From an optimization exercise on the open Yosys and OpenROAD flow, aimed at small area; shortcuts taken in it are not production practice.
RTL that was checked went through simulation tests only; none was proved equivalent to the original.
For runs 4 and 5, only the layout was checked, not whether the RTL still works.
No activity file was given, so power comes from the tool's default toggle rates.

==> design/flow/design.v <==
package ths_pkg;
  localparam int DEPTH_DEF = 16;
  localparam int EW        = 24;   
  typedef enum logic [1:0] {
    KIND_ACCEPT = 2'd0,
    KIND_REJECT = 2'd1,
    KIND_FIRE   = 2'd2
  } kind_t;
endpackage
module ths_cmp
(
  input  logic [7:0] a,
  input  logic [7:0] b,
  output logic       lt
);
  assign lt = a < b;
endmodule
module ths_heap_ram
#(
  parameter int DEPTH = ths_pkg::DEPTH_DEF,
  parameter int W     = ths_pkg::EW
) (
  input  logic         clk,
  input  logic [W-1:0] wdata,
  output logic [W-1:0] head
);
  logic [DEPTH*W-1:0] ring_r;
  always_ff @(posedge clk) begin
    ring_r <= {wdata, ring_r[DEPTH*W-1:W]};
  end
  assign head = ring_r[W-1:0];
endmodule
module timer_heap_scheduler_core
#(
  parameter int DEPTH = ths_pkg::DEPTH_DEF
) (
  input  logic        clk,
  input  logic        rst_n,
  input  logic        start,
  output logic        busy,
  input  logic        in_operation,
  input  logic [15:0] in_delay,
  input  logic [7:0]  in_timer_id,
  output logic        out_valid,
  output logic [1:0]  out_kind,
  output logic [7:0]  out_fired_id,
  output logic [31:0] out_at_time,
  output logic        out_last
);
  localparam int PW = (DEPTH > 1) ? $clog2(DEPTH) : 1;
  logic          busy_r;      
  logic          op_r;        
  logic          dpass_r;     
  logic          f2_r;        
  logic          found_r;     
  logic          more_r;      
  logic          clr_r;       
  logic [PW-1:0] pcnt_r;      
  logic [7:0]    idr_r;       
  logic [15:0]   dreg_r;      
  logic [31:0]   t_r;         
  logic          ov_r;
  logic [1:0] kind_r;
  logic          last_r;
  logic [23:0]   head, wdata;
  logic [15:0]   hrel;
  logic [7:0]    hid;
  logic          hfree, hdue, id_lt;
  logic          take_req, ins, take, dec, pass_end;
  logic          found_nxt, more_nxt;
  logic [15:0]   wrel;
  logic [7:0]    wid;
  ths_heap_ram #(.DEPTH(DEPTH)) u_ram (
    .clk   (clk),
    .wdata (wdata),
    .head  (head)
  );
  ths_cmp u_cmp (
    .a  (hid),
    .b  (idr_r),
    .lt (id_lt)
  );
  assign hrel  = head[23:8];
  assign hid   = head[7:0];
  assign hfree = clr_r || (hrel == 16'd0);
  assign hdue  = !clr_r && (hrel == 16'd1);
  assign take_req = rst_n && start && !busy_r;
  assign ins      = busy_r && !op_r && !found_r && hfree;
  assign take     = busy_r && op_r && !dpass_r && hdue && (!found_r || id_lt);
  assign dec      = busy_r && op_r && dpass_r;
  assign pass_end = busy_r && !f2_r && (pcnt_r == PW'(DEPTH - 1));
  assign found_nxt = found_r || ins || take;
  assign more_nxt  = more_r || (busy_r && op_r && !dpass_r && hdue && found_r);
  always_comb begin
    wrel = hrel;
    wid  = hid;
    if (clr_r) begin
      wrel = 16'd0;
    end
    if (dec && hrel != 16'd0) begin
      wrel = hrel - 16'd1;
    end
    if (ins) begin
      wrel = dreg_r;
      wid  = idr_r;
    end
    if (take) begin
      wrel = {15'd0, found_r};
      wid  = idr_r;
    end
  end
  assign wdata = {wrel, wid};
  always_ff @(posedge clk) begin
    if (!rst_n) begin
      busy_r <= 1'b0;
      clr_r  <= 1'b1;
      t_r    <= 32'd0;
      ov_r   <= 1'b0;
      f2_r   <= 1'b0;
    end else begin
      ov_r <= 1'b0;
      if (take_req) begin
        busy_r <= 1'b1;
        if (in_operation) begin
          t_r <= t_r + 32'd1;
        end
      end
      if (pass_end) begin
        clr_r <= 1'b0;
        if (!op_r) begin
          ov_r <= 1'b1;
          f2_r <= found_nxt && dreg_r == 16'd0;
          if (!(found_nxt && dreg_r == 16'd0)) begin
            busy_r <= 1'b0;
          end
        end else if (!dpass_r) begin
          ov_r <= found_nxt;
        end else begin
          busy_r <= 1'b0;
        end
      end
      if (f2_r) begin
        ov_r   <= 1'b1;
        busy_r <= 1'b0;
        f2_r   <= 1'b0;
      end
    end
  end
  always_ff @(posedge clk) begin
    pcnt_r  <= pcnt_r + 1'b1;
    found_r <= found_nxt;
    more_r  <= more_nxt;
    if (take) begin
      idr_r <= hid;
    end
    if (pass_end) begin
      if (!op_r) begin
        kind_r <= found_nxt ? 2'(ths_pkg::KIND_ACCEPT) : 2'(ths_pkg::KIND_REJECT);
        last_r <= !(found_nxt && dreg_r == 16'd0);
      end else begin
        kind_r <= 2'(ths_pkg::KIND_FIRE);
        last_r <= !more_nxt;
        found_r <= 1'b0;
        more_r  <= 1'b0;
        if (!more_nxt) begin
          dpass_r <= 1'b1;
        end
      end
    end
    if (f2_r) begin
      kind_r <= 2'(ths_pkg::KIND_FIRE);
      last_r <= 1'b1;
    end
    if (take_req) begin
      op_r    <= in_operation;
      pcnt_r  <= '0;
      found_r <= 1'b0;
      more_r  <= 1'b0;
      dpass_r <= 1'b0;
      if (!in_operation) begin
        idr_r  <= in_timer_id;
        dreg_r <= in_delay;
      end
    end
  end
  assign busy         = busy_r;
  assign out_valid    = ov_r;
  assign out_kind     = kind_r;
  assign out_fired_id = idr_r;
  assign out_at_time  = t_r;
  assign out_last     = last_r;
endmodule
==> design/flow/run.sh <==
#!/bin/bash
# synth_recipe.tcl (not shown) runs the flow's synth.tcl, then flattens the netlist and writes it again
# the make line also repeats each setting of config.mk as NAME=value (left out here)
make -C /OpenROAD-flow-scripts/flow DESIGN_CONFIG=/design/flow/config.mk WORK_HOME=/design/flow/orfs CLKGATE_MAP_FILE= SYNTH_SCRIPT=/design/flow/synth_recipe.tcl finish
==> design/flow/config.mk <==
export PLATFORM = sky130hd
export DESIGN_NAME = timer_heap_scheduler_core
export DESIGN_NICKNAME = timer_heap_scheduler_core
export VERILOG_FILES = /design/flow/design.v
export SDC_FILE = /design/flow/constraint.sdc
export NUM_CORES = 4
export LEC_CHECK = 0
export CAP_MARGIN = 20
export CORE_MARGIN = 2
export CORE_UTILIZATION = 40
export SLEW_MARGIN = 20
==> design/flow/constraint.sdc <==
create_clock -name core_clock -period 9.0 [get_ports {clk}]
set_input_delay 1.8000 -clock core_clock [delete_from_list [all_inputs] [get_ports {clk}]]
set_output_delay 1.8000 -clock core_clock [all_outputs]
set_load 0.01 [all_outputs]
==> out/results.tsv, run 1 <==
stage	metric	value	unit
logic_synthesis	count leader, synth	dfxtp_1	
grt	number of global-route vias before repair	5825	
detailed_routing	DRT Wirelength	17.6	mm
sta	WHS	0.318	ns
setup_path	Worst setup SP type	input port	
logic_synthesis	mapped cell area	0.0115	mm^2
clock_tree	clock-pin slew on the worst setup and hold paths	0.06	ns
die	core area	0.0285	mm^2
logic_synthesis	Synth Flop Type	dfxtp_1	
layout	area added between synthesis and finish	22.3	%
sta	Setup Skew	0.0127	ns
die	Die H	173	um
logic_synthesis	post-synth top area share	76.3	%
detailed_routing	Via density	4.40	
pwr	total power	4.18	mW
detailed_routing	ANT nets after route	0	
placed_design	routability congestion estimate	0.781	
status	outcome	timing/DRC/antenna clean	
clock_tree	post-CTS setup buffers	0	
logic_synthesis	main area contributors after synthesis	dfxtp_1 (76%), edfxtp_1 (4.4%), xnor2_1 (1.5%), and2_1 (1.4%), ha_1 (1.3%)	
setup_path	Worst Setup SP	rst_n	
sta	RSZ-0062 raised after global routing	false	
placed_design	Post-DP HPWL	11.1	mm
logic_synthesis	Mapped Cells	788	
setup_path	Worst Setup End Kind	register	
die	die area	0.0301	mm^2
layout	Antenna Cells	0	
sta	total negative setup slack	0	ns
setup_path	CP arrival	4.49	ns
sta	Final setup viols	0	
sta	final hold vios	0	
logic_synthesis	Netlist cell types	59	
setup_path	Critical Path Fanout Max	37	
layout	share of post-route cells with drive strength above 1	9.85	%
grt	total track usage	12.0	%
logic_synthesis	async set-or-reset flop fraction in the synthesized netlist	0	%
placed_design	IO buf count	72	
pwr	PwrDens	297	mW/mm^2
detailed_routing	drt pass-1 iters	4	
die	Cell Rows	62	
die	IO Pins	73	
logic_synthesis	#FFs+latches synth	455	
hold_path	hold_sp	u_ram.ring_r[83]$_DFF_P_	
grt	initial antenna violation count	0	
sta	Max transition margin	45.2	%
setup_path	reg2reg start	idr_r[6]$_DFF_P_	
grt	first-pass GRT wire length	29.3	mm
clock_tree	CTS Buf Count	42	
logic_synthesis	Seq/Total Area, Yosys	80.8	%
setup_path	Worst Path Required	9.40	ns
sta	max-slew violations	0	
grt	pin count of the biggest net entering global routing	38	
run	Max-Cap Viols	0	
detailed_routing	drt drc	0	
setup_path	Setup Crit Path Kind	input port to register	
clock_tree	clock latency at the later pin of the worst-skew pair	0.52	ns
clock_tree	clock root buffer	clkbuf_16	
logic_synthesis	Ys Warns	2	
clock_tree	CTS Hold Bufs	0	
hold_path	HP Class	register to register	
logic_synthesis	Post-Synthesis Net Count	828	
logic_synthesis	Syn Area/Cell	14.6	um^2
die	Initial Utilization	40.3	%
detailed_routing	via count	5752	
layout	fin nets	934	
logic_synthesis	cell taking the most area after synthesis	dfxtp_1	
sta	fmax	244	MHz
sta	Final Critical Period	4.09	ns
clock_tree	CTS resizes	0	
sta	worst-margin pin slew	0.809	ns
clock_tree	TritonCTS clock tree	done	
pwr	LEAKAGE	5.52	nW
die	die width	173	um
clock_tree	Clock Path Buffers	3	
grt	grt ovf	0	
detailed_routing	drt initial violations	255	
logic_synthesis	Post-synth EDFFs	17	
pwr	Peak supply drop	0.000194	V
clock_tree	Sink Count	455	
clock_tree	H-tree depth	2	
detailed_routing	Routed WL per cell	13.5	um
sta	Final Cycle Share	45.5	%
logic_synthesis	top post-synthesis cells by count	dfxtp_1 (438), nand2_1 (36), nor2_1 (29)	
-- final timing paths --
check	depth (start not counted)	slack (ns)	end
max	8	4.91	t_r[18]$_SDFFE_PN0P_
min	0	0.32	u_ram.ring_r[59]$_DFF_P_
max reg2reg	7	6.40	u_ram.ring_r[360]$_DFF_P_
min reg2reg	0	0.32	u_ram.ring_r[59]$_DFF_P_
-- power by group --
part / internal, mW / switching (mW)
clock network: 1.05 / 0.699
logic: 0.0786 / 0.0733
registers: 2.21 / 0.0677
total: 3.34 / 0.840
-- layout by cell type, fill, tap and decap left out, drive strengths merged, types with 11 or more instances in the layout --
| cell type | count |
|---|---|
| inv | 15 |
| nand2 | 37 |
| dfxtp | 438 |
| nor2 | 32 |
| xnor2 | 20 |
| clkbuf | 57 |
| a21oi | 15 |
| nand3 | 17 |
| o211ai | 11 |
| edfxtp | 17 |
| and2 | 25 |
| ha | 12 |
| nand4 | 14 |
| clkdlybuf4s50 | 72 |
-- critical path: stages --
cell and delay, ns:
clkdlybuf4s50_1 0.45, buf_4 0.29, and3b_1 0.46, nand3_1 0.26, nor3_1 0.71, nand2_1 0.15
and2_1 0.19, o21a_1 0.17
-- cell type report --
class / instances / area [um^2]
clock inverters: 17 / 201
clock buffers: 57 / 1200
inverters: 13 / 48.8
multi-input cells: 309 / 2120
fillers: 2433 / 14400
well taps: 384 / 480
repair buffers: 73 / 728
flip-flops and latches: 455 / 9280
-- metrics by stage --
stage | cell area, um^2 | std cells | utilization (%) | worst slack (ns)
final | 14100 | 1308 | 49.4 | 4.91
after global routing | 14100 | 1308 | 49.4 | 4.57
after CTS | 14100 | 1308 | 49.4 | 4.88
after detailed placement | 12700 | 1234 | 44.4 | 4.34
after global placement | 12700 | 1234 | 44.4 | 4.43
after floorplan | 11500 | 788 | - | 5.33
-- kinds of logic after synthesis --
kind of cell	after synthesis	share of synthesized area, %
buf+inv	24	0.795
fa+ha+maj	12	1.31
flops	455	80.8
mux	18	1.67
simple gates	178	8.65
xor+xnor	25	1.91
compound gates	76	4.89
-- per-layer routing --
metal  track usage (%)  wire [um]  up-vias  part of all wire, %
met5                 0          0        -                    0
met4              5.16        506        0                  2.9
met3              2.65        717       43                  4.1
met2              19.1       8100       99                   46
met1              15.7       8320     2709                   47
li1                  -          -     2901                    -
-- state kept, by name, summed over array words and instances (netlist names) --
| register | cells |
|---|---|
| more_r | 1 |
| pcnt_r | 4 |
| kind_r | 2 |
| u_ram.ring_r | 384 |
| idr_r | 8 |
| clr_r | 1 |
| busy_r | 1 |
| op_r | 1 |
| t_r | 32 |
| dreg_r | 16 |
| ov_r | 1 |
| last_r | 1 |
| found_r | 1 |
| f2_r | 1 |
| dpass_r | 1 |
==> run 2: changes to the inputs <==
--- a/design/flow/config.mk
+++ b/design/flow/config.mk
@@ -6,6 +6,8 @@
 export NUM_CORES = 4
 export LEC_CHECK = 0
+export ABC_AREA = 1
 export CAP_MARGIN = 20
 export CORE_MARGIN = 2
-export CORE_UTILIZATION = 40
+export CORE_UTILIZATION = 60
+export CTS_BUF_LIST = sky130_fd_sc_hd__clkbuf_8
 export SLEW_MARGIN = 20
==> out/results.tsv, run 2 <==
stage	metric	value	unit
clock_tree	CTS Hold Bufs	0	
logic_synthesis	mapped cell area	0.0121	mm^2
logic_synthesis	cell taking the most area after synthesis	dfxtp_1	
setup_path	R2R cell count	11	
pwr	PwrDens	278	mW/mm^2
die	Die H	146	um
logic_synthesis	main area contributors after synthesis	dfxtp_1 (72%), nand2_1 (5.3%), edfxtp_1 (4.2%), nand3_1 (2.5%), nor2_1 (2.5%)	
grt	initial antenna violation count	0	
setup_path	reg2reg start	idr_r[5]$_DFF_P_	
detailed_routing	ANT nets after route	0	
run	Max-Cap Viols	0	
clock_tree	clock-pin slew on the worst setup and hold paths	0.06	ns
detailed_routing	drt initial violations	381	
layout	max FFs per register	384	
setup_path	Worst Setup End Kind	register	
layout	Antenna Cells	0	
logic_synthesis	post-synth top area share	72.4	%
layout	fin nets	1183	
clock_tree	clock latency at the later pin of the worst-skew pair	0.59	ns
sta	worst-margin pin slew	0.847	ns
placed_design	Post-DP HPWL	12.9	mm
die	core area	0.0197	mm^2
die	Cell Rows	51	
pwr	Peak supply drop	0.000194	V
layout	area added between synthesis and finish	18.4	%
status	outcome	timing/DRC/antenna clean	
logic_synthesis	Seq/Total Area, Yosys	76.6	%
grt	pin count of the biggest net entering global routing	22	
layout	largest registers	u_ram.ring_r (384), t_r (32), dreg_r (16)	
placed_design	IO buf count	72	
setup_path	Worst Path Required	9.47	ns
detailed_routing	via count	6734	
setup_path	Reg2Reg Setup Slack	6.68	ns
logic_synthesis	top post-synthesis cells by count	dfxtp_1 (438), nand2_1 (172), nor2_1 (81)	
clock_tree	Clock Path Buffers	3	
sta	Final setup viols	0	
grt	total track usage	19.8	%
die	Initial Utilization	61.6	%
sta	Final Critical Period	3.88	ns
detailed_routing	Routed WL per cell	14.0	um
setup_path	Worst setup SP type	input port	
sta	final hold vios	0	
grt	first-pass GRT wire length	33.6	mm
grt	number of global-route vias before repair	6891	
logic_synthesis	#FFs+latches synth	455	
die	die area	0.0213	mm^2
pwr	total power	3.99	mW
layout	most common cell after layout, fill and taps aside	dfxtp_1	
hold_path	HP Class	register to register	
sta	RSZ-0062 raised after global routing	false	
sta	Final Cycle Share	43.1	%
layout	share of post-route cells with drive strength above 1	12.0	%
detailed_routing	DRT Wirelength	20.3	mm
setup_path	Critical Path Fanout Max	21	
detailed_routing	drt pass-1 iters	6	
placed_design	routability congestion estimate	0.845	
setup_path	Setup Crit Path Kind	input port to register	
logic_synthesis	Post-synth EDFFs	17	
layout	most frequent cells in the layout	dfxtp_1 (438), nand2_1 (172), nor2_1 (81), inv_1 (76), clkbuf_8 (76)	
clock_tree	H-tree depth	3	
logic_synthesis	Syn Area/Cell	11.9	um^2
clock_tree	TritonCTS clock tree	done	
detailed_routing	drt drc	0	
setup_path	reg2reg end	u_ram.ring_r[365]$_DFF_P_	
clock_tree	clock root buffer	clkbuf_8	
logic_synthesis	Netlist cell types	42	
sta	fmax	258	MHz
pwr	LEAKAGE	6.00	nW
hold_path	hold_sp	u_ram.ring_r[77]$_DFF_P_	
layout	Biggest register	u_ram.ring_r	
detailed_routing	Via density	4.64	
clock_tree	CTS Buf Count	66	
logic_synthesis	Synth Flop Type	dfxtp_1	
clock_tree	CTS resizes	0	
hold_path	hold path endpoint	u_ram.ring_r[53]$_DFF_P_	
logic_synthesis	Mapped Cells	1017	
setup_path	CP arrival	4.35	ns
logic_synthesis	Post-Synthesis Net Count	1057	
grt	grt ovf	0	
die	die width	146	um
hold_path	Hold Path Depth	0	
sta	total negative setup slack	0	ns
clock_tree	post-CTS setup buffers	0	
logic_synthesis	Ys Warns	2	
sta	max-slew violations	0	
sta	Setup Skew	0.0356	ns
logic_synthesis	count leader, synth	dfxtp_1	
clock_tree	Sink Count	455	
die	IO Pins	73	
logic_synthesis	async set-or-reset flop fraction in the synthesized netlist	0	%
sta	Max transition margin	43.4	%
## run 2: changes by cell type in the layout (fill, tap and decap cells not counted), sizes merged, moves of 8 or more
cell	before	now
nand3	17	64
mux2i	9	0
o21ai	9	22
xnor2	20	8
mux2	9	0
a21oi	15	25
nor2	32	96
nand2	37	184
and2	25	0
or3	8	0
clkbuf	57	76
inv	15	88
nor3	7	20
## run 2: area by class of cell
type	instances	area, um^2
clock buffer	76	1050
clock inverter	36	219
fill	1410	5310
inverter	67	251
multi-input combinational	481	2490
sequential	455	9280
tap	265	332
timing repair buffer	72	721
## run 2: layer usage
| metal | wire [um] | vias up | part of all wire (%) | global-route usage [%] |
|---|---|---|---|---|
| met4 | 497 | 0 | 2.4 | 8.25 |
| met2 | 9220 | 146 | 45 | 31.3 |
| met3 | 845 | 41 | 4.2 | 4.56 |
| met1 | 9770 | 3046 | 48 | 26.6 |
| met5 | 0 | - | 0 | 0 |
| li1 | - | 3501 | - | - |
## run 2: kinds of logic after synthesis
kind of cell	Yosys count	share of synthesized area, %
XOR/XNOR	20	1.45
adder cells (fa/ha/maj)	12	1.24
buffers and inverters	81	2.80
AND/OR/NAND/NOR	395	15.5
flip-flops	455	76.6
AO/OA/AOI/OAI	54	2.41
## run 2: worst max-delay path: stages
cell and delay, ns:
clkdlybuf4s50_1 1.02, nand3_4 0.22, nor2_4 0.53, inv_1 0.33
or2_2 0.35, nand2_1 0.06, inv_1 0.03
## run 2: how the worst max path moves through the flow
stage                             to  slack (ns)  cells after the start   from
finish              idr_r[6]$_DFF_P_        5.12                      7  rst_n
global route        idr_r[6]$_DFF_P_        4.93                      7  rst_n
floorplan           idr_r[3]$_DFF_P_        6.00                      7  rst_n
detailed placement  idr_r[7]$_DFF_P_        4.48                      7  rst_n
CTS                 idr_r[6]$_DFF_P_        5.08                      7  rst_n
global placement    idr_r[7]$_DFF_P_        4.55                      7  rst_n
## run 2: where the power goes
| group | leakage [nW] | switching, mW | internal [mW] |
|---|---|---|---|
| Sequential | 3.74 | 0.0677 | 2.21 |
| Clock | 0.718 | 0.725 | 0.808 |
| Combinational | 1.53 | 0.0976 | 0.0831 |
| Total | 6.00 | 0.890 | 3.10 |
## run 2: stage by stage
stage	util [%]	setup slack (ns)	instance area (um^2)	hold WS [ns]	instances
2_1_floorplan	-	6.00	12100	0.310	1017
3_3_place_gp	66.5	4.55	13100	0.310	1340
3_5_place_dp	66.5	4.48	13100	0.312	1340
4_1_cts	73.0	5.08	14300	0.311	1452
5_1_grt	73.0	4.93	14300	0.308	1452
6_report	73.0	5.12	14300	0.311	1452
==> run 3: changes to the inputs <==
--- a/design/flow/config.mk
+++ b/design/flow/config.mk
@@ -9,5 +9,5 @@
 export CAP_MARGIN = 20
 export CORE_MARGIN = 2
-export CORE_UTILIZATION = 60
-export CTS_BUF_LIST = sky130_fd_sc_hd__clkbuf_8
+export CORE_UTILIZATION = 70
+export CTS_BUF_LIST = sky130_fd_sc_hd__clkbuf_4
 export SLEW_MARGIN = 20
==> out/results.tsv, run 3 <==
stage	metric	value	unit
sta	worst-margin pin slew	0.790	ns
grt	number of global-route vias before repair	7910	
clock_tree	Sink Count	455	
layout	most common cell after layout, fill and taps aside	dfxtp_1	
logic_synthesis	Netlist cell types	42	
pwr	sw frac	24.3	%
sta	max-slew violations	0	
detailed_routing	ANT nets after route	0	
logic_synthesis	top post-synthesis cells by count	dfxtp_1 (438), nand2_1 (172), nor2_1 (81)	
detailed_routing	drt initial violations	530	
grt	grt ovf	0	
layout	share of post-route cells with drive strength above 1	16.1	%
sta	total negative setup slack	0	ns
clock_tree	post-CTS setup buffers	0	
detailed_routing	uppermost layer routed	met4	
logic_synthesis	#FFs+latches synth	455	
logic_synthesis	post-synth top area share	72.4	%
placed_design	Placed Instance Area	0.0130	mm^2
logic_synthesis	xor and xnor area share after synthesis	1.45	%
grt	initial antenna violation count	1	
logic_synthesis	Post-synth EDFFs	17	
pwr	Peak supply drop	0.000193	V
sta	Max transition margin	47.2	%
logic_synthesis	main area contributors after synthesis	dfxtp_1 (72%), nand2_1 (5.3%), edfxtp_1 (4.2%), nand3_1 (2.5%), nor2_1 (2.5%)	
pwr	switching pwr	0.962	mW
detailed_routing	DRT Wirelength	25.5	mm
sta	Final setup viols	0	
pwr	internal power	3.00	mW
clock_tree	clock root buffer	clkbuf_4	
pwr	clock share of power	37.5	%
sta	Final Cycle Share	41.4	%
logic_synthesis	Post-Synthesis Net Count	1057	
logic_synthesis	Synth Flop Type	dfxtp_1	
setup_path	Worst Setup End Kind	register	
clock_tree	clock-pin slew on the worst setup and hold paths	0.08	ns
layout	most frequent cells in the layout	dfxtp_1 (438), nand2_1 (172), clkbuf_4 (138), nor2_1 (81), clkdlybuf4s50_1 (72)	
clock_tree	CTS Hold Bufs	0	
logic_synthesis	cell taking the most area after synthesis	dfxtp_1	
detailed_routing	total length of routed met2 wires	12.5	mm
logic_synthesis	Syn Area/Cell	11.9	um^2
logic_synthesis	count leader, synth	dfxtp_1	
setup_path	CP arrival	4.32	ns
grt	total track usage	28.9	%
clock_tree	Clock Path Buffers	3	
die	die width	136	um
logic_synthesis	async set-or-reset flop fraction in the synthesized netlist	0	%
sta	RSZ-0062 raised after global routing	false	
pwr	sequential share of power	57.6	%
status	outcome	timing/DRC/antenna clean	
grt	first-pass GRT wire length	40.2	mm
logic_synthesis	Post-Synth Adder-Cell Area	1.24	%
run	Max-Cap Viols	0	
setup_path	Worst setup SP type	input port	
pwr	combinational power share	4.9	%
pwr	LEAKAGE	5.99	nW
logic_synthesis	largest family of logic cells by synthesized area	simple AND/OR/NAND/NOR gates	
clock_tree	H-tree depth	3	
sta	Final Critical Period	3.72	ns
logic_synthesis	mux cell area share after synthesis	0	%
logic_synthesis	Seq/Total Area, Yosys	76.6	%
pwr	PwrDens	279	mW/mm^2
detailed_routing	drt pass-1 iters	6	
hold_path	HP Class	register to register	
placed_design	IO buf count	72	
layout	fin nets	1216	
logic_synthesis	Synth Area in Compound Gates	2.41	%
placed_design	routability congestion estimate	0.859	
logic_synthesis	Ys Warns	2	
sta	fmax	269	MHz
logic_synthesis	mapped cell area	0.0121	mm^2
placed_design	Post-DP HPWL	14.6	mm
clock_tree	TritonCTS clock tree	done	
die	Cell Rows	48	
setup_path	Setup Crit Path Kind	input port to register	
sta	Setup Skew	0.0670	ns
die	IO Pins	73	
setup_path	Worst Path Required	9.60	ns
logic_synthesis	simple-gate share of the synthesized area	15.5	%
clock_tree	CTS Buf Count	99	
die	Initial Utilization	70.8	%
layout	max FFs per register	384	
detailed_routing	Routed WL per cell	17.3	um
detailed_routing	met3 wire length	1.76	mm
grt	pin count of the biggest net entering global routing	22	
detailed_routing	WL met1	10.1	mm
layout	fin area	0.0142	mm^2
layout	largest registers	u_ram.ring_r (384), t_r (32), dreg_r (16)	
layout	Biggest register	u_ram.ring_r	
sta	final hold vios	0	
logic_synthesis	Mapped Cells	1017	
layout	Filler cells	838	
die	die area	0.0184	mm^2
detailed_routing	Via density	5.14	
detailed_routing	drt drc	0	
detailed_routing	via count	7578	
die	Die H	136	um
setup_path	Critical Path Fanout Max	21	
clock_tree	CTS resizes	0	
layout	area added between synthesis and finish	17.4	%
clock_tree	clock latency at the later pin of the worst-skew pair	0.74	ns
die	core area	0.0171	mm^2
==> run 3: metrics by stage <==
step	instances	hold slack, ns	utilization, %	power, mW	setup WS, ns
2_1_floorplan	1017	0.310	-	2.41	6.00
3_3_place_gp	1300	0.310	76.1	2.49	4.62
3_5_place_dp	1300	0.312	76.1	2.51	4.57
4_1_cts	1473	0.277	83.1	4.00	5.34
5_1_grt	1474	0.294	83.1	4.13	5.11
6_report	1474	0.274	83.1	3.97	5.28
==> run 3: worst max-delay path, stage by stage <==
cell	delay, ns
clkdlybuf4s50_1	0.98
nand3_4	0.21
nor2_4	0.51
inv_1	0.34
or2_2	0.35
nand2_1	0.07
inv_1	0.04
==> run 3: power by group through the flow <==
| stage | logic (mW) | clock network, mW | registers (mW) |
|---|---|---|---|
| final | 0.196 | 1.49 | 2.28 |
| after CTS | 0.195 | 1.52 | 2.29 |
| after detailed placement | 0.185 | 0 | 2.32 |
| after global placement | 0.177 | 0 | 2.31 |
| after floorplan | 0.113 | 0 | 2.30 |
| after global routing | 0.216 | 1.62 | 2.30 |
==> run 3: cell families (layout without fill, tap and decap cells) <==
family | Yosys count | in the layout
other cells | 0 | 1
simple gates | 395 | 395
xor+xnor | 20 | 20
buf+inv | 81 | 312
compound gates | 54 | 54
flops | 455 | 455
fa+ha+maj | 12 | 12
==> run 3: final cells by class <==
type	instances	area (um^2)	share of cell area (%)
Timing Repair Buffer	72	721	5.07
Antenna cell	1	2.50	0.0176
Inverter	67	251	1.77
Tap cell	225	282	1.98
Clock buffer	138	1040	7.28
Multi-Input combinational cell	481	2490	17.5
Clock inverter	35	160	1.13
Sequential cell	455	9280	65.2
==> run 3: path summary, 6_finish.rpt <==
| kind | from | to | slack [ns] | cells after the start |
|---|---|---|---|---|
| setup reg to reg | u_ram.ring_r[8]$_DFF_P_ | u_ram.ring_r[376]$_SDFF_PP0_ | 6.40 | 7 |
| setup / recovery | rst_n | idr_r[0]$_DFF_P_ | 5.28 | 7 |
| hold / removal | u_ram.ring_r[89]$_DFF_P_ | u_ram.ring_r[65]$_DFF_P_ | 0.27 | 0 |
| hold reg to reg | u_ram.ring_r[89]$_DFF_P_ | u_ram.ring_r[65]$_DFF_P_ | 0.27 | 0 |
==> run 3: layer usage <==
| metal | GRT usage (%) | up-vias |
|---|---|---|
| li1 | - | 3609 |
| met1 | 35.0 | 3529 |
| met2 | 47.7 | 350 |
| met3 | 7.74 | 90 |
| met4 | 15.4 | 0 |
| met5 | 0 | - |
==> run 4: changes to the inputs <==
--- a/design/flow/design.v
+++ b/design/flow/design.v
@@ -94,6 +94,5 @@
   always_comb begin
     wrel = hrel;
-    wid  = hid;
-    if (clr_r) begin
+    if (clr_r || (take && !found_r)) begin
       wrel = 16'd0;
     end
@@ -103,11 +102,7 @@
     if (ins) begin
       wrel = dreg_r;
-      wid  = idr_r;
-    end
-    if (take) begin
-      wrel = {15'd0, found_r};
-      wid  = idr_r;
     end
   end
+  assign wid = (ins || take) ? idr_r : hid;
   assign wdata = {wrel, wid};
   always_ff @(posedge clk) begin
--- a/design/flow/config.mk
+++ b/design/flow/config.mk
@@ -6,8 +6,9 @@
 export NUM_CORES = 4
 export LEC_CHECK = 0
-export ABC_AREA = 1
 export CAP_MARGIN = 20
 export CORE_MARGIN = 2
-export CORE_UTILIZATION = 70
-export CTS_BUF_LIST = sky130_fd_sc_hd__clkbuf_4
+export CORE_UTILIZATION = 60
+export CTS_BUF_LIST = sky130_fd_sc_hd__clkbuf_8 sky130_fd_sc_hd__clkbuf_16
+export CTS_CLUSTER_DIAMETER = 120
+export CTS_CLUSTER_SIZE = 30
 export SLEW_MARGIN = 20
==> out/results.tsv, run 4 <==
stage	metric	value	unit
clock_tree	clock root buffer	clkbuf_16	
clock_tree	Clock Path Buffers	3	
pwr	sw frac	21.1	%
detailed_routing	ANT nets after route	0	
run	Max-Cap Viols	0	
logic_synthesis	Synth Flop Type	dfxtp_1	
clock_tree	CTS Hold Bufs	0	
sta	Setup Skew	0.0262	ns
grt	number of global-route vias before repair	6250	
clock_tree	TritonCTS clock tree	done	
detailed_routing	Via density	5.20	
pwr	internal power	2.69	mW
setup_path	Setup Crit Path Kind	input port to register	
logic_synthesis	#FFs+latches synth	455	
sta	RSZ-0062 raised after global routing	false	
layout	share of post-route cells with drive strength above 1	3.59	%
sta	worst-margin pin slew	0.976	ns
sta	Final Critical Period	3.83	ns
layout	most frequent cells in the layout	dfxtp_1 (438), clkdlybuf4s50_1 (72), nor2_1 (49), a21oi_1 (35), nand2_1 (33)	
detailed_routing	uppermost layer routed	met4	
sta	final hold vios	0	
grt	first-pass GRT wire length	30.2	mm
setup_path	Crit path depth	6	
pwr	combinational power share	4.7	%
logic_synthesis	mapped cell area	0.0116	mm^2
setup_path	Worst Setup SP	rst_n	
clock_tree	H-tree depth	1	
setup_path	Reg2Reg Setup Slack	6.32	ns
detailed_routing	total length of routed met2 wires	8.42	mm
die	Cell Rows	50	
logic_synthesis	Post-synth EDFFs	17	
detailed_routing	Routed WL per cell	15.8	um
die	Initial Utilization	61.5	%
setup_path	Critical Path Fanout Max	12	
layout	fin nets	955	
logic_synthesis	async set-or-reset flop fraction in the synthesized netlist	0	%
logic_synthesis	Syn Area/Cell	13.8	um^2
sta	Max transition margin	34.9	%
logic_synthesis	count leader, synth	dfxtp_1	
pwr	LEAKAGE	5.02	nW
pwr	PwrDens	260	mW/mm^2
setup_path	Worst setup SP type	input port	
logic_synthesis	largest family of logic cells by synthesized area	simple AND/OR/NAND/NOR gates	
pwr	sequential share of power	67.5	%
setup_path	Worst Path Required	9.44	ns
logic_synthesis	Ys Warns	2	
setup_path	CP top delay family	simple AND/OR/NAND/NOR gates	
placed_design	Post-DP HPWL	12.2	mm
pwr	switching pwr	0.718	mW
die	die width	143	um
placed_design	IO buf count	72	
logic_synthesis	Post-Synth Adder-Cell Area	1.30	%
detailed_routing	WL met1	8.73	mm
setup_path	end point of the critical path	t_r[26]$_SDFFE_PN0P_	
logic_synthesis	post-synth top area share	75.7	%
logic_synthesis	top post-synthesis cells by count	dfxtp_1 (438), nor2_1 (49), a21oi_1 (35)	
pwr	total power	3.41	mW
placed_design	routability congestion estimate	0.883	
sta	Final Cycle Share	42.6	%
setup_path	crit path max-delay cell type	clkdlybuf4s50_1	
detailed_routing	met3 wire length	795	um
pwr	clock share of power	27.9	%
placed_design	Placed Instance Area	0.0126	mm^2
grt	initial antenna violation count	0	
detailed_routing	drt initial violations	359	
clock_tree	post-CTS setup buffers	0	
detailed_routing	drt pass-1 iters	6	
detailed_routing	DRT Wirelength	18.6	mm
sta	Final setup viols	0	
setup_path	CP arrival	4.27	ns
sta	total negative setup slack	0	ns
clock_tree	CTS Buf Count	19	
layout	Antenna Cells	0	
detailed_routing	via count	6126	
logic_synthesis	Netlist cell types	57	
logic_synthesis	main area contributors after synthesis	dfxtp_1 (76%), edfxtp_1 (4.4%), nor2_1 (1.6%), a21oi_1 (1.5%), ha_1 (1.3%)	
layout	Biggest register	u_ram.ring_r	
clock_tree	CTS resizes	0	
logic_synthesis	mux cell area share after synthesis	0.961	%
clock_tree	clock-pin slew on the worst setup and hold paths	0.10	ns
sta	max-slew violations	0	
setup_path	reg2reg end	u_ram.ring_r[371]$_DFF_P_	
setup_path	reg2reg start	u_ram.ring_r[8]$_DFF_P_	
logic_synthesis	cell taking the most area after synthesis	dfxtp_1	
die	Die H	143	um
layout	largest registers	u_ram.ring_r (384), t_r (32), dreg_r (16)	
layout	fin area	0.0131	mm^2
clock_tree	Sink Count	455	
pwr	Peak supply drop	0.000212	V
die	IO Pins	73	
hold_path	HP Class	register to register	
grt	total track usage	18.5	%
grt	grt ovf	0	
die	core area	0.0188	mm^2
status	outcome	timing/DRC/antenna clean	
die	die area	0.0204	mm^2
logic_synthesis	Mapped Cells	838	
setup_path	R2R cell count	7	
logic_synthesis	xor and xnor area share after synthesis	1.28	%
setup_path	worst path cell trace	clkdlybuf4s50_1, and4b_1, nand4_4, or4_4, or3_1, a21oi_1	
detailed_routing	drt drc	0	
logic_synthesis	simple-gate share of the synthesized area	9.02	%
sta	fmax	261	MHz
layout	area added between synthesis and finish	13.0	%
layout	most common cell after layout, fill and taps aside	dfxtp_1	
setup_path	critical path buffer and inverter count	1	
layout	max FFs per register	384	
logic_synthesis	Seq/Total Area, Yosys	80.1	%
grt	pin count of the biggest net entering global routing	33	
logic_synthesis	Synth Area in Compound Gates	6.08	%
setup_path	Critical Path Max Stage Delay	0.65	ns
clock_tree	clock latency at the later pin of the worst-skew pair	0.52	ns
setup_path	Worst Setup End Kind	register	
logic_synthesis	Post-Synthesis Net Count	878	
-- run 4: logic make-up after synthesis --
logic type / after synthesis
AO/OA/AOI/OAI: 114
XOR/XNOR: 17
adder cells (fa/ha/maj): 12
buffers and inverters: 35
flip-flops: 455
multiplexers: 10
AND/OR/NAND/NOR: 195
-- run 4: power by group through the flow --
stage               logic, mW  clock network (mW)  registers, mW
finish                  0.159               0.950           2.30
global placement        0.152                   0           2.34
global route            0.175                1.05           2.32
floorplan              0.0867                   0           2.32
CTS                     0.157               0.976           2.30
detailed placement      0.155                   0           2.34
-- run 4: layer usage --
metal,global-route usage [%],vias to the layer above
li1,-,2998
met1,25.4,2920
met2,29.5,160
met3,3.22,48
met4,7.40,0
met5,0,-
-- run 4: how the worst min path moves through the flow --
stage | start | to | cells after the start
after floorplan | u_ram.ring_r[24]$_DFF_P_ | u_ram.ring_r[0]$_DFF_P_ | 0
after global placement | u_ram.ring_r[370]$_DFF_P_ | u_ram.ring_r[346]$_DFF_P_ | 0
after detailed placement | u_ram.ring_r[336]$_DFF_P_ | u_ram.ring_r[312]$_DFF_P_ | 0
after CTS | u_ram.ring_r[72]$_DFF_P_ | u_ram.ring_r[48]$_DFF_P_ | 0
after global routing | u_ram.ring_r[72]$_DFF_P_ | u_ram.ring_r[48]$_DFF_P_ | 0
final | u_ram.ring_r[72]$_DFF_P_ | u_ram.ring_r[48]$_DFF_P_ | 0
-- run 4: final cells by class --
| type | instances | area, um^2 |
|---|---|---|
| Clock buffer | 19 | 475 |
| Timing Repair Buffer | 74 | 736 |
| Inverter | 17 | 63.8 |
| Tap cell | 260 | 325 |
| Multi-Input combinational cell | 348 | 2170 |
| Sequential cell | 455 | 9280 |
| Clock inverter | 5 | 45.0 |
| Fill cell | 1303 | 5740 |
-- run 4: metrics by stage --
| step | hold WS, ns | worst slack (ns) | utilization (%) | instances |
|---|---|---|---|---|
| 2_1_floorplan | 0.310 | 5.60 | - | 838 |
| 3_3_place_gp | 0.310 | 4.65 | 66.7 | 1154 |
| 3_5_place_dp | 0.312 | 4.63 | 66.7 | 1154 |
| 4_1_cts | 0.317 | 5.18 | 69.5 | 1178 |
| 5_1_grt | 0.308 | 5.03 | 69.5 | 1178 |
| 6_report | 0.309 | 5.17 | 69.5 | 1178 |
==> run 5: changes to the inputs <==
--- a/design/flow/config.mk
+++ b/design/flow/config.mk
@@ -6,8 +6,8 @@
 export NUM_CORES = 4
 export LEC_CHECK = 0
+export ABC_CLOCK_PERIOD_IN_PS = 50000
 export CAP_MARGIN = 20
 export CORE_MARGIN = 2
 export CORE_UTILIZATION = 60
-export CTS_BUF_LIST = sky130_fd_sc_hd__clkbuf_8 sky130_fd_sc_hd__clkbuf_16
 export CTS_CLUSTER_DIAMETER = 120
 export CTS_CLUSTER_SIZE = 30
==> out/results.tsv, run 5 <==
stage	metric	value	unit
status	outcome	timing/DRC/antenna clean	
detailed_routing	drt pass-1 iters	5	
die	die area	0.0204	mm^2
pwr	Peak supply drop	0.000212	V
layout	max FFs per register	384	
sta	max-slew violations	0	
layout	share of post-route cells with drive strength above 1	3.59	%
setup_path	Worst Setup End Kind	register	
detailed_routing	ANT nets after route	0	
sta	RSZ-0062 raised after global routing	false	
placed_design	routability congestion estimate	0.883	
clock_tree	CTS resizes	0	
grt	pin count of the biggest net entering global routing	33	
setup_path	Setup Crit Path Kind	input port to register	
die	Initial Utilization	61.5	%
grt	initial antenna violation count	0	
clock_tree	clock root buffer	clkbuf_16	
die	die width	143	um
layout	largest registers	u_ram.ring_r (384), t_r (32), dreg_r (16)	
setup_path	crit path max-delay cell type	clkdlybuf4s50_1	
logic_synthesis	Ys Warns	2	
sta	Final Cycle Share	42.6	%
hold_path	HP Class	register to register	
sta	WHS	0.309	ns
logic_synthesis	cell taking the most area after synthesis	dfxtp_1	
logic_synthesis	Syn Area/Cell	13.8	um^2
die	IO Pins	73	
detailed_routing	Routed WL per cell	15.8	um
grt	number of global-route vias before repair	6250	
sta	fmax	261	MHz
clock_tree	clock latency at the later pin of the worst-skew pair	0.52	ns
clock_tree	H-tree depth	1	
logic_synthesis	top post-synthesis cells by count	dfxtp_1 (438), nor2_1 (49), a21oi_1 (35)	
grt	gr busiest metal	met2	
grt	met3 Usage GRT	3.22	%
grt	grt ovf	0	
die	Cell Rows	50	
setup_path	worst path cell trace	clkdlybuf4s50_1, and4b_1, nand4_4, or4_4, or3_1, a21oi_1	
grt	global routing met2 resource utilization	29.5	%
setup_path	Critical Path Max Stage Delay	0.65	ns
layout	Antenna Cells	0	
die	Die H	143	um
sta	Setup Skew	0.0262	ns
detailed_routing	via count	6120	
logic_synthesis	main area contributors after synthesis	dfxtp_1 (76%), edfxtp_1 (4.4%), nor2_1 (1.6%), a21oi_1 (1.5%), ha_1 (1.3%)	
logic_synthesis	Netlist cell types	57	
detailed_routing	drt initial violations	359	
grt	total track usage	18.5	%
layout	utilization of the core after routing	69.5	%
logic_synthesis	post-synth top area share	75.7	%
sta	Final Critical Period	3.83	ns
detailed_routing	DRT Wirelength	18.6	mm
logic_synthesis	Mapped Cells	838	
grt	Global Route met1 Usage	25.4	%
layout	fin nets	955	
logic_synthesis	Post-Synthesis Net Count	878	
setup_path	CP arrival	4.27	ns
placed_design	Post-DP HPWL	12.2	mm
layout	Biggest register	u_ram.ring_r	
sta	setup ws final	5.17	ns
clock_tree	TritonCTS clock tree	done	
logic_synthesis	async set-or-reset flop fraction in the synthesized netlist	0	%
clock_tree	Sink Count	455	
layout	area added between synthesis and finish	13.0	%
clock_tree	CTS Hold Bufs	0	
clock_tree	CTS Buf Count	19	
die	core area	0.0188	mm^2
setup_path	Worst setup SP type	input port	
pwr	PwrDens	261	mW/mm^2
placed_design	IO buf count	72	
run	Max-Cap Viols	0	
logic_synthesis	mapped cell area	0.0116	mm^2
layout	most frequent cells in the layout	dfxtp_1 (438), clkdlybuf4s50_1 (72), nor2_1 (49), a21oi_1 (35), nand2_1 (33)	
setup_path	CP top delay family	simple AND/OR/NAND/NOR gates	
grt	first-pass GRT wire length	30.2	mm
setup_path	critical path buffer and inverter count	1	
logic_synthesis	Post-synth EDFFs	17	
pwr	total power	3.41	mW
clock_tree	Clock Path Buffers	3	
clock_tree	post-CTS setup buffers	0	
logic_synthesis	Synth Flop Type	dfxtp_1	
sta	worst-margin pin slew	0.976	ns
logic_synthesis	count leader, synth	dfxtp_1	
layout	Filler cells	1303	
logic_synthesis	#FFs+latches synth	455	
setup_path	Critical Path Fanout Max	12	
sta	total negative setup slack	0	ns
detailed_routing	Via density	5.20	
detailed_routing	drt drc	0	
clock_tree	clock-pin slew on the worst setup and hold paths	0.10	ns
setup_path	Worst Path Required	9.44	ns
placed_design	DP Worst Slack	4.63	ns
sta	Max transition margin	34.8	%
logic_synthesis	Seq/Total Area, Yosys	80.1	%
sta	Final setup viols	0	
sta	final hold vios	0	
pwr	LEAKAGE	5.01	nW
layout	most common cell after layout, fill and taps aside	dfxtp_1	
-- run 5: cell counts after synthesis --
No cell type changed its count.
-- run 5: path summary, 6_finish.rpt --
kind                             from                        end  slack [ns]  cells after the start
max                             rst_n       t_r[26]$_SDFFE_PN0P_        5.17                      6
min reg2reg  u_ram.ring_r[72]$_DFF_P_   u_ram.ring_r[48]$_DFF_P_        0.31                      0
min          u_ram.ring_r[72]$_DFF_P_   u_ram.ring_r[48]$_DFF_P_        0.31                      0
max reg2reg   u_ram.ring_r[8]$_DFF_P_  u_ram.ring_r[371]$_DFF_P_        6.30                      7
-- run 5: per-layer routing --
| layer | wire, um | vias to the layer above |
|---|---|---|
| li1 | - | 2998 |
| met1 | 8720 | 2912 |
| met2 | 8410 | 162 |
| met3 | 828 | 48 |
| met4 | 671 | 0 |
| met5 | 0 | - |
-- run 5: power breakdown --
part / total, mW / internal (mW) / switching, mW / leakage [nW]
sequential: 2.30 / 2.22 / 0.0768 / 3.74
combinational: 0.159 / 0.0762 / 0.0825 / 1.01
clock: 0.953 / 0.396 / 0.557 / 0.250
total: 3.41 / 2.70 / 0.717 / 5.01
-- run 5: kinds of logic after synthesis --
kind of cell | after synthesis | share of synthesized area, %
adder cells (fa/ha/maj) | 12 | 1.30
XOR/XNOR | 17 | 1.28
AND/OR/NAND/NOR | 195 | 9.02
flip-flops | 455 | 80.1
AO/OA/AOI/OAI | 114 | 6.08
multiplexers | 10 | 0.961
buffers and inverters | 35 | 1.28
-- run 5: through the flow --
stage	instances	area (um^2)
floorplan	838	11600
global placement	1154	12600
detailed placement	1154	12600
CTS	1178	13100
global route	1178	13100
finish	1178	13100
-- run 5: cell type report --
cell class,count,area [um^2],area share (%)
Sequential cell,455,9280,70.9
Multi-Input combinational cell,348,2170,16.6
Timing Repair Buffer,74,736,5.62
Clock buffer,23,490,3.75
Tap cell,260,325,2.48
Inverter,17,63.8,0.487
Clock inverter,1,30.0,0.229
==> run 6: changes to the inputs <==
--- a/design/flow/design.v
+++ b/design/flow/design.v
@@ -61,6 +61,5 @@
   logic [31:0]   t_r;         
   logic          ov_r;
-  logic [1:0] kind_r;
-  logic          last_r;
+  logic          dz;          
   logic [23:0]   head, wdata;
   logic [15:0]   hrel;
@@ -125,6 +124,6 @@
         if (!op_r) begin
           ov_r <= 1'b1;
-          f2_r <= found_nxt && dreg_r == 16'd0;
-          if (!(found_nxt && dreg_r == 16'd0)) begin
+          f2_r <= found_nxt && dz;
+          if (!(found_nxt && dz)) begin
             busy_r <= 1'b0;
           end
@@ -149,21 +148,10 @@
       idr_r <= hid;
     end
-    if (pass_end) begin
-      if (!op_r) begin
-        kind_r <= found_nxt ? 2'(ths_pkg::KIND_ACCEPT) : 2'(ths_pkg::KIND_REJECT);
-        last_r <= !(found_nxt && dreg_r == 16'd0);
-      end else begin
-        kind_r <= 2'(ths_pkg::KIND_FIRE);
-        last_r <= !more_nxt;
-        found_r <= 1'b0;
-        more_r  <= 1'b0;
-        if (!more_nxt) begin
-          dpass_r <= 1'b1;
-        end
+    if (pass_end && op_r) begin
+      found_r <= 1'b0;
+      more_r  <= 1'b0;
+      if (!more_nxt) begin
+        dpass_r <= 1'b1;
       end
-    end
-    if (f2_r) begin
-      kind_r <= 2'(ths_pkg::KIND_FIRE);
-      last_r <= 1'b1;
     end
     if (take_req) begin
@@ -181,7 +169,9 @@
   assign busy         = busy_r;
   assign out_valid    = ov_r;
-  assign out_kind     = kind_r;
+  assign dz = (dreg_r == 16'd0);
+  assign out_kind     = (op_r || (found_r && dz && !f2_r)) ? 2'(ths_pkg::KIND_FIRE) :
+                        found_r ? 2'(ths_pkg::KIND_ACCEPT) : 2'(ths_pkg::KIND_REJECT);
   assign out_fired_id = idr_r;
   assign out_at_time  = t_r;
-  assign out_last     = last_r;
+  assign out_last     = op_r ? dpass_r : !f2_r;
 endmodule
--- a/design/flow/config.mk
+++ b/design/flow/config.mk
@@ -6,5 +6,4 @@
 export NUM_CORES = 4
 export LEC_CHECK = 0
-export ABC_CLOCK_PERIOD_IN_PS = 50000
 export CAP_MARGIN = 20
 export CORE_MARGIN = 2
==> out/results.tsv, run 6 <==
stage	metric	value	unit
sta	Setup Skew	0.0429	ns
logic_synthesis	top post-synthesis cells by count	dfxtp_1 (435), nor2_1 (53), o21ai_0 (26)	
logic_synthesis	#FFs+latches synth	452	
layout	Antenna Cells	0	
logic_synthesis	cell taking the most area after synthesis	dfxtp_1	
setup_path	Reg2Reg Setup Slack	6.32	ns
clock_tree	clock latency at the later pin of the worst-skew pair	0.52	ns
status	outcome	timing/DRC/antenna clean	
die	core area	0.0188	mm^2
logic_synthesis	Ys Warns	2	
sta	fmax	243	MHz
clock_tree	CTS Buf Count	19	
layout	area of the multi-input gates	0.00214	mm^2
pwr	PwrDens	258	mW/mm^2
sta	total negative setup slack	0	ns
sta	Final Cycle Share	45.7	%
clock_tree	H-tree depth	1	
layout	share of post-route cells with drive strength above 1	5.51	%
setup_path	CP top delay family	buffers and inverters	
layout	most frequent cells in the layout	dfxtp_1 (435), clkdlybuf4s50_1 (72), nor2_1 (53), o21ai_0 (26), inv_1 (24)	
clock_tree	CTS resizes	0	
setup_path	Worst Path Required	7.20	ns
sta	Final Critical Period	4.12	ns
detailed_routing	drt initial violations	325	
setup_path	Setup Crit Path Kind	register to output port	
logic_synthesis	async set-or-reset flop fraction in the synthesized netlist	0	%
logic_synthesis	post-synth top area share	75.5	%
grt	total track usage	18.2	%
logic_synthesis	Seq/Total Area, Yosys	80.0	%
logic_synthesis	Synth Flop Type	dfxtp_1	
detailed_routing	via count	5933	
grt	pin count of the biggest net entering global routing	33	
layout	largest registers	u_ram.ring_r (384), t_r (32), dreg_r (16)	
logic_synthesis	main area contributors after synthesis	dfxtp_1 (76%), edfxtp_1 (4.4%), nor2_1 (1.7%), ha_1 (1.3%), xor2_1 (1.2%)	
hold_path	HP Class	register to register	
grt	number of global-route vias before repair	5882	
detailed_routing	ANT nets after route	0	
logic_synthesis	Post-synth EDFFs	17	
die	die area	0.0203	mm^2
pwr	LEAKAGE	5.07	nW
layout	fin nets	925	
clock_tree	clock-pin slew on the worst setup and hold paths	0.12	ns
clock_tree	Sink Count	452	
sta	RSZ-0062 raised after global routing	false	
setup_path	worst path cell trace	nor4_1, nand4_1, o21ai_0, clkdlybuf4s50_1	
placed_design	Post-DP HPWL	11.8	mm
setup_path	critical path buffer and inverter count	1	
hold_path	hold_sp	u_ram.ring_r[124]$_DFF_P_	
die	IO Pins	73	
placed_design	IO buf count	72	
setup_path	R2R cell count	6	
layout	max FFs per register	384	
setup_path	Critical Path Max Stage Delay	0.60	ns
layout	most common cell after layout, fill and taps aside	dfxtp_1	
pwr	Peak supply drop	0.000195	V
layout	utilization of the core after routing	69.3	%
clock_tree	CTS Hold Bufs	0	
layout	Reg area	0.00922	mm^2
setup_path	CP arrival	2.32	ns
logic_synthesis	Post-Synthesis Net Count	843	
layout	area added between synthesis and finish	12.8	%
detailed_routing	Routed WL per cell	16.3	um
hold_path	Hold Path Depth	0	
clock_tree	clock root buffer	clkbuf_16	
sta	Final setup viols	0	
grt	grt ovf	0	
die	Cell Rows	50	
logic_synthesis	mapped cell area	0.0115	mm^2
logic_synthesis	Netlist cell types	67	
sta	final hold vios	0	
setup_path	crit path max-delay cell type	clkdlybuf4s50_1	
logic_synthesis	Syn Area/Cell	14.4	um^2
logic_synthesis	count leader, synth	dfxtp_1	
grt	initial antenna violation count	0	
sta	worst-margin pin slew	0.992	ns
setup_path	reg2reg start	busy_r$_SDFF_PP0_	
run	Max-Cap Viols	0	
die	Die H	143	um
setup_path	reg2reg end	idr_r[7]$_DFF_P_	
logic_synthesis	Mapped Cells	803	
setup_path	Worst setup SP type	register	
detailed_routing	Via density	5.28	
sta	Max transition margin	33.8	%
detailed_routing	drt drc	0	
clock_tree	TritonCTS clock tree	done	
die	die width	143	um
detailed_routing	drt pass-1 iters	5	
setup_path	Critical Path Fanout Max	2	
grt	first-pass GRT wire length	29.4	mm
setup_path	Worst Setup End Kind	output port	
die	Initial Utilization	61.4	%
hold_path	hold path endpoint	u_ram.ring_r[100]$_DFF_P_	
detailed_routing	DRT Wirelength	18.3	mm
layout	Filler cells	1267	
placed_design	routability congestion estimate	0.949	
layout	Biggest register	u_ram.ring_r	
clock_tree	post-CTS setup buffers	0	
sta	max-slew violations	0	
clock_tree	Clock Path Buffers	3	
## run 6: changes by cell type after synthesis, sizes merged, moves of 5 or more
cell / change
o21ai: -5
a21oi: -11
nand3: -7
nand2: -14
o211ai: -8
or3: -12
inv: +8
xor2: +12
clkbuf: -8
## run 6: metal layers
layer	GRT usage, %	wire length [um]	vias to the layer above
li1	-	-	2869
met1	23.9	8250	2882
met2	31.4	8920	147
met3	3.12	749	35
met4	4.64	395	0
met5	0	0	-
## run 6: power by group
group	switching, mW	leakage [nW]	total (mW)	internal [mW]
logic	0.0732	1.10	0.142	0.0688
clock network	0.561	0.255	0.960	0.398
registers	0.0677	3.72	2.26	2.19
total	0.702	5.07	3.36	2.66
## run 6: worst max-delay path by stage
stage / depth (start not counted) / start / end
4_1_cts: 4 / dreg_r[3]$_DFFE_PP_ / out_kind[1]
6_report: 4 / dreg_r[2]$_DFFE_PP_ / out_kind[1]
3_5_place_dp: 7 / rst_n / idr_r[0]$_DFF_P_
2_1_floorplan: 6 / start / idr_r[0]$_DFF_P_
5_1_grt: 4 / dreg_r[3]$_DFFE_PP_ / out_kind[1]
3_3_place_gp: 7 / rst_n / idr_r[7]$_DFF_P_
## run 6: logic make-up after synthesis
family	synth area share, %
AO/OA/AOI/OAI	5.89
AND/OR/NAND/NOR	8.25
XOR/XNOR	2.05
adder cells (fa/ha/maj)	1.30
buffers and inverters	1.51
flip-flops	80.0
multiplexers	1.04
## run 6: cell type report
type                    instances  area share, %
well taps                     234           2.25
clock inverters                 2          0.298
multi-input cells             314           16.4
inverters                      25          0.722
repair buffers                 73           5.60
clock buffers                  23           3.77
flip-flops and latches        452           70.9
## run 6: stage by stage
step | power [mW] | hold WS, ns | worst slack [ns] | instances | cell area, um^2
2_1_floorplan | 2.36 | 0.310 | 5.78 | 803 | 11500
4_1_cts | 3.39 | 0.330 | 4.79 | 1123 | 13000
3_5_place_dp | 2.44 | 0.312 | 4.52 | 1098 | 12500
6_report | 3.36 | 0.331 | 4.88 | 1123 | 13000
3_3_place_gp | 2.43 | 0.310 | 4.75 | 1098 | 12500
5_1_grt | 3.50 | 0.333 | 4.74 | 1123 | 13000
==> run 7: changes to the inputs <==
==> design/flow/flow/run.sh (new file) <==
#!/bin/bash
# Layout flow: the standard ORFS flow, with the port buffers made from the smallest
# buffer cell (sky130_fd_sc_hd__buf_1) instead of the cell buffer_ports picks by default.
# Every input and output port still gets its own buffer. Full output in flow_standard.log.
set -euo pipefail
bash standard.sh "BUFFER_PORTS_ARGS=-buffer_cell sky130_fd_sc_hd__buf_1" finish > flow_standard.log 2>&1
==> design/flow/standard.sh (new file) <==
#!/bin/bash
# synth_recipe.tcl (not shown) runs the flow's synth.tcl, then flattens the netlist and writes it again
# the make line also repeats each setting of config.mk as NAME=value (left out here)
make -C /OpenROAD-flow-scripts/flow DESIGN_CONFIG=/design/flow/config.mk WORK_HOME=/design/flow/orfs CLKGATE_MAP_FILE= SYNTH_SCRIPT=/design/flow/synth_recipe.tcl "${@:-finish}"
removed: design/flow/run.sh
==> out/results.tsv, run 7 <==
stage	metric	value	unit
logic_synthesis	Netlist cell types	67	
clock_tree	CTS resizes	0	
placed_design	Post-DP HPWL	11.3	mm
logic_synthesis	main area contributors after synthesis	dfxtp_1 (76%), edfxtp_1 (4.4%), nor2_1 (1.7%), ha_1 (1.3%), xor2_1 (1.2%)	
die	core area	0.0188	mm^2
clock_tree	Sink Count	452	
layout	Biggest register	u_ram.ring_r	
logic_synthesis	post-synth top area share	75.5	%
layout	fin nets	925	
clock_tree	clock root buffer	clkbuf_16	
sta	Final Cycle Share	42.0	%
logic_synthesis	Syn Area/Cell	14.4	um^2
clock_tree	clock latency at the later pin of the worst-skew pair	0.53	ns
detailed_routing	DRT Wirelength	17.3	mm
sta	max-slew violations	0	
clock_tree	post-CTS setup buffers	0	
pwr	PwrDens	265	mW/mm^2
setup_path	Critical Path Fanout Max	2	
logic_synthesis	mapped cell area	0.0115	mm^2
die	Initial Utilization	61.4	%
detailed_routing	drt initial violations	319	
layout	Reg area	0.00922	mm^2
layout	max FFs per register	384	
grt	total track usage	16.9	%
clock_tree	CTS Hold Bufs	0	
setup_path	Worst Setup End Kind	output port	
run	Max-Cap Viols	0	
grt	initial antenna violation count	0	
grt	grt ovf	0	
sta	Final setup viols	0	
die	die area	0.0203	mm^2
clock_tree	H-tree depth	1	
logic_synthesis	cell taking the most area after synthesis	dfxtp_1	
die	die width	143	um
logic_synthesis	count leader, synth	dfxtp_1	
grt	first-pass GRT wire length	27.6	mm
sta	worst-margin pin slew	1.00	ns
sta	RSZ-0062 raised after global routing	false	
layout	area added between synthesis and finish	8.84	%
detailed_routing	via count	5848	
sta	Max transition margin	33.2	%
clock_tree	clock-pin slew on the worst setup and hold paths	0.11	ns
setup_path	Worst Path Required	7.20	ns
sta	Setup Skew	0.0381	ns
grt	pin count of the biggest net entering global routing	33	
layout	Filler cells	1367	
sta	fmax	265	MHz
clock_tree	Clock Path Buffers	3	
detailed_routing	drt pass-1 iters	5	
layout	share of post-route cells with drive strength above 1	5.51	%
setup_path	CP arrival	1.98	ns
logic_synthesis	Ys Warns	2	
layout	Antenna Cells	0	
setup_path	Setup Crit Path Kind	register to output port	
detailed_routing	Via density	5.21	
layout	most frequent cells in the layout	dfxtp_1 (435), buf_1 (72), nor2_1 (53), o21ai_0 (26), inv_1 (24)	
logic_synthesis	Seq/Total Area, Yosys	80.0	%
placed_design	Cells after DPL	1098	
logic_synthesis	Mapped Cells	803	
status	outcome	timing/DRC/antenna clean	
detailed_routing	ANT nets after route	0	
clock_tree	CTS Buf Count	19	
clock_tree	TritonCTS clock tree	done	
layout	largest registers	u_ram.ring_r (384), t_r (32), dreg_r (16)	
logic_synthesis	async set-or-reset flop fraction in the synthesized netlist	0	%
die	Die H	143	um
setup_path	Worst setup SP type	register	
logic_synthesis	Post-Synthesis Net Count	843	
layout	area of the multi-input gates	0.00214	mm^2
logic_synthesis	Post-synth EDFFs	17	
hold_path	HP Class	register to register	
logic_synthesis	Synth Flop Type	dfxtp_1	
layout	most common cell after layout, fill and taps aside	dfxtp_1	
detailed_routing	Routed WL per cell	15.4	um
sta	total negative setup slack	0	ns
layout	fin cells	1123	
grt	number of global-route vias before repair	5654	
pwr	LEAKAGE	4.89	nW
logic_synthesis	#FFs+latches synth	452	
placed_design	IO buf count	72	
logic_synthesis	top post-synthesis cells by count	dfxtp_1 (435), nor2_1 (53), o21ai_0 (26)	
die	IO Pins	73	
sta	final hold vios	0	
sta	Final Critical Period	3.78	ns
placed_design	routability congestion estimate	0.814	
detailed_routing	drt drc	0	
pwr	Peak supply drop	0.000207	V
die	Cell Rows	50	
==> run 7: cell types whose count changed in the layout (fill, tap and decap cells not counted) <==
cell / before / now
buf_1: 0 / 72
clkdlybuf4s50_1: 72 / 0
==> run 7: layout make-up <==
type | instances | area share (%)
Inverter | 25 | 0.748
Timing Repair Buffer | 73 | 2.21
Sequential cell | 452 | 73.5
Tap cell | 234 | 2.33
Clock buffer | 23 | 3.91
Clock inverter | 2 | 0.309
Multi-Input combinational cell | 314 | 17.0
==> run 7: logic make-up after synthesis <==
| logic type | Yosys count | synth area share, % |
|---|---|---|
| AO/OA/AOI/OAI | 96 | 5.89 |
| XOR/XNOR | 27 | 2.05 |
| adder cells (fa/ha/maj) | 12 | 1.30 |
| buffers and inverters | 37 | 1.51 |
| flip-flops | 452 | 80.0 |
| multiplexers | 11 | 1.04 |
| AND/OR/NAND/NOR | 168 | 8.25 |
==> run 7: layer usage <==
metal  share of wire (%)  wire length [um]  global-route usage, %  up-vias
met2                  46              8020                   27.8      146
li1                    -                 -                      -     2877
met5                   0                 0                      0        -
met1                  47              8150                   23.0     2789
met4                 2.5               427                   5.47        0
met3                 3.9               681                   2.92       36
==> run 7: final timing paths <==
| path | end | depth (start not counted) | slack, ns | startpoint |
|---|---|---|---|---|
| max reg2reg | u_ram.ring_r[360]$_DFF_P_ | 7 | 6.35 | u_ram.ring_r[8]$_DFF_P_ |
| min | u_ram.ring_r[331]$_DFF_P_ | 0 | 0.32 | u_ram.ring_r[355]$_DFF_P_ |
| min reg2reg | u_ram.ring_r[331]$_DFF_P_ | 0 | 0.32 | u_ram.ring_r[355]$_DFF_P_ |
| max | out_kind[1] | 4 | 5.22 | dreg_r[3]$_DFFE_PP_ |
==> run 7: stage by stage <==
| stage | hold WS, ns | setup WS (ns) | utilization (%) | area (um^2) | power (mW) |
|---|---|---|---|---|---|
| detailed placement | 0.312 | 4.97 | 64.0 | 12000 | 2.42 |
| finish | 0.321 | 5.22 | 66.9 | 12500 | 3.33 |
| CTS | 0.323 | 5.15 | 66.9 | 12500 | 3.37 |
| global placement | 0.310 | 5.14 | 64.0 | 12000 | 2.41 |
| global route | 0.331 | 5.13 | 66.9 | 12500 | 3.47 |
| floorplan | 0.310 | 5.78 | - | 11500 | 2.36 |
==> run 7: worst max-delay path: stages, from the launching register on <==
cell and delay, ns:
edfxtp_1 0.42, nor4_1 0.40, nand4_1 0.21, o21ai_0 0.20, buf_1 0.22
==> run 7: where the power goes <==
part	switching, mW	leakage [nW]	internal, mW
sequential	0.0672	3.72	2.19
combinational	0.0718	0.915	0.0498
clock	0.554	0.255	0.398

[re-timing with driven ports]
In the flow no input, the clock included, has a driving cell. The finished layouts below were timed again as built, in two steps. Step 1, drivers: a clkbuf_16 drives clk and a buf_2 each remaining input, both assumed. Step 2 also shifts input and output timing later by t, the mid clock arrival at the registers, as if the neighbouring blocks saw the same clock. Slacks: no drivers / after step 1 / after step 2; pairs: no drivers / after step 1.
| run | t, ns | slack for setup (ns) | latest minus earliest clock arrival (ns) | worst register clock-pin slew, ns | worst slew at a driven data input, ns |
|---|---|---|---|---|---|
| run 1 | 0.556 | 4.907 / 4.921 / 4.366 | 0.013 / 0.013 | 0.06 / 0.06 | 0.03 |
| run 2 | 0.609 | 5.120 / 5.141 / 4.532 | 0.039 / 0.039 | 0.07 / 0.07 | 0.05 |
| run 3 | 0.746 | 5.276 / 5.293 / 4.547 | 0.070 / 0.070 | 0.09 / 0.09 | 0.07 |
| run 4 | 0.554 | 5.169 / 5.159 / 4.605 | 0.032 / 0.032 | 0.11 / 0.11 | 0.06 |
| run 5 | 0.553 | 5.168 / 5.157 / 4.604 | 0.031 / 0.031 | 0.11 / 0.11 | 0.06 |
| run 6 | 0.545 | 4.884 / 4.842 / 4.500 | 0.046 / 0.045 | 0.12 / 0.12 | 0.05 |
| run 7 | 0.548 | 5.224 / 5.182 / 4.982 | 0.038 / 0.039 | 0.11 / 0.11 | 0.05 |
After both steps every run listed still meets setup and hold. For run 3, which loses most, drivers alone change the setup slack by +0.017 ns; drivers and shift together by -0.729 ns.
